Source: an optimization exercise on an open RTL-to-GDS flow (aim: small area, a short achievable clock period and few clock cycles per item). Production flows keep margins and buffers that such runs may drop.
Only simulation tests tie the RTL to the original design; equivalence was not proved.
Power figures rest on the tool's default switching activity, not on a simulated workload.

== juniper ==
Design record_batch_validator, start of the top module:
module record_batch_validator
(
  input  logic               clk,
  input  logic               rst,
  input  logic               in_valid,
  output logic               in_ready,
  input  logic [7:0]         data_byte,
  input  logic               end_of_span,
  input  logic               cfg_write,
  input  logic               cfg_data,
  output logic               out_valid,
  input  logic               out_ready,
  output logic               kind,
  output logic [7:0]         payload_byte,
  output logic [2:0]         status,
  output logic signed [63:0] batch_base,
  output logic [15:0]        attributes,
  output logic signed [63:0] writer_id,
  output logic signed [15:0] writer_epoch,
  output logic signed [31:0] first_seq,
  output logic signed [31:0] rec_count,
  output logic [31:0]        batch_size,
  output logic signed [63:0] final_offset,
  output logic               is_last
);
Size in the first run: roughly 1600 cells after synthesis, ~480 flip-flops, ~20000 µm² of cells after synthesis.
Settings: LEC_CHECK=0, ABC_CLOCK_PERIOD_IN_PS=3400, CAP_MARGIN=20, CORE_MARGIN=2, CORE_UTILIZATION=60, CTS_CLUSTER_DIAMETER=60, CTS_CLUSTER_SIZE=24, PLACE_DENSITY=0.75, SETUP_SLACK_MARGIN=4.1, SLEW_MARGIN=20; clock period 7.0 ns.
standard.sh (not shown) runs the stock make flow with config.mk's settings and CLKGATE_MAP_FILE= SYNTH_SCRIPT=/design/flow/synth_recipe.tcl, a recipe that flattens the netlist after the stock synthesis.
==> flow/flow/run.sh <==
#!/bin/bash
# Standard layout, except that the port buffers are the small sky130 buffer
# instead of the delay buffer buffer_ports picks by default.
set -uo pipefail
bash standard.sh synth > synth.log 2>&1 || exit 1
export BUFFER_PORTS_ARGS="-buffer_cell sky130_fd_sc_hd__buf_1"
bash standard.sh > layout.log 2>&1
juniper reached the final stage; the timing, DRC and antenna checks on its layout passed.
Testbench counts of juniper, summed over its fixed seeds: cycles 30,292, bytes 30,182.
The following lists how violet was set up differently from juniper:
- SETUP_SLACK_MARGIN: 4.1 -> 4.0
- ABC_CLOCK_PERIOD_IN_PS: 3400 -> 2800
### Flow results
- Diff juniper..violet | flip-flop and latch count | unchanged
- On register clock-pin slew on the reported worst setup and hold paths, juniper and violet are basically level.
- Total power delta for violet relative to juniper: 72 µW lower
diff inputs: violet => sierra
- swapping 60 for 65 in CORE_UTILIZATION
- swapping 4.0 for 4.1 in SETUP_SLACK_MARGIN
- swapping 0.75 for 0.8 in PLACE_DENSITY
[summary]
Combinational gate power (lower): violet
[compare] base=violet new=sierra: fraction of standard cell area that is sequential closely matched the old numbers; buffer levels on the longest clock path closely matched the old numbers.
Against violet, sierra reports a clock skew that is lower.
sierra ended up with a lower arrival time of the worst setup path than violet did.
Min final period demand of the worst path across violet and sierra: sierra
The worst setup slack for register-to-register paths of sierra is higher than that of violet.
sierra against violet; detailed-route wire length per cell is up by a few percent.
Per the comparison of sierra with violet, slew at the pin with the worst max-slew slack -120 ps, final critical-path share of the clock period fell by 0.37 points.
Input-level comparison between garnet and sierra:
- changing PLACE_DENSITY from 0.8 to 0.65
- changing CORE_UTILIZATION from 65 to 60
### Flow results
- Sort garnet and sierra by final-layout non-clock buffer area share desc -> top: sierra
- Power, garnet and sierra, lower one = sierra.
- From sierra to garnet the numbers moved as follows: height of the die now larger; post-synthesis share of cell area spent on full adders, half adders and majority gates shows no meaningful change.
- Taking sierra as the reference, in garnet post-CTS resize count went up; number of global-route vias before repair went down; part of the total power dissipated in the clock network went up.
- The via count in garnet sits 430 below the value recorded for sierra.
- Of the two candidates, sierra has the better worst IR drop on VDD and garnet the worse one.
- As far as residual antenna-violating net count after detailed routing goes, sierra and garnet are indistinguishable; the numbers are identical.
The following lists how yarrow was set up differently from garnet:
- CTS_BUF_LIST newly set to sky130_fd_sc_hd__clkbuf_8
- CTS_CLUSTER_DIAMETER changed from 60 to 50
- PLACE_DENSITY changed from 0.65 to 0.75
- CTS_CLUSTER_SIZE changed from 24 to 16
==> run summary <==
Synthesis-to-layout area growth: yarrow vs garnet, no meaningful difference. yarrow consumes less power than garnet does. Diff yarrow and garnet: maximum achievable frequency higher in garnet. Sort yarrow and garnet by number of buffers inserted by post-CTS setup repair, ascending, and garnet comes first. Both conditions hold for yarrow: the flow ran to the end and the final layout passed the timing, DRC and antenna checks. yarrow vs. garnet: combinational share of power has increased; post-route standard cell area excluding fillers has remained practically unchanged; switching power has decreased.

==> re-timing with driven ports <==
The results above use ideal ports. As a check the final layouts listed here were re-extracted and re-timed, cells and wires unchanged.
Step 1 assumes that a clkbuf_16 drives the clock port and a buf_2 every other input.
Step 2 times the ports against the registers' clock, not the clock port: input delays grow and output delays shrink by t, the midpoint of the rising clock arrivals with the driver on.
Slacks: ideal ports / drivers / drivers and shift; pairs: ideal ports / drivers.
run	shift t [ns]	setup WS [ns]	worst setup path at the end	clock arrival spread, ns	pins driven straight from the clock port
juniper	0.585	4.132 / 4.074 / 3.647	input to register	0.017 / 0.017	1
violet	0.578	4.058 / 4.002 / 3.582	input to register	0.022 / 0.022	1
sierra	0.631	4.084 / 4.032 / 3.563	input to register	0.020 / 0.020	1
garnet	0.583	4.112 / 4.056 / 3.589	input to register	0.025 / 0.025	1
yarrow	0.621	4.095 / 4.046 / 3.589	input to register	0.025 / 0.025	1
After both steps setup and hold are still met in every run listed. For garnet, which loses most, drivers alone change the setup slack by -0.056 ns; drivers and shift together by -0.523 ns.
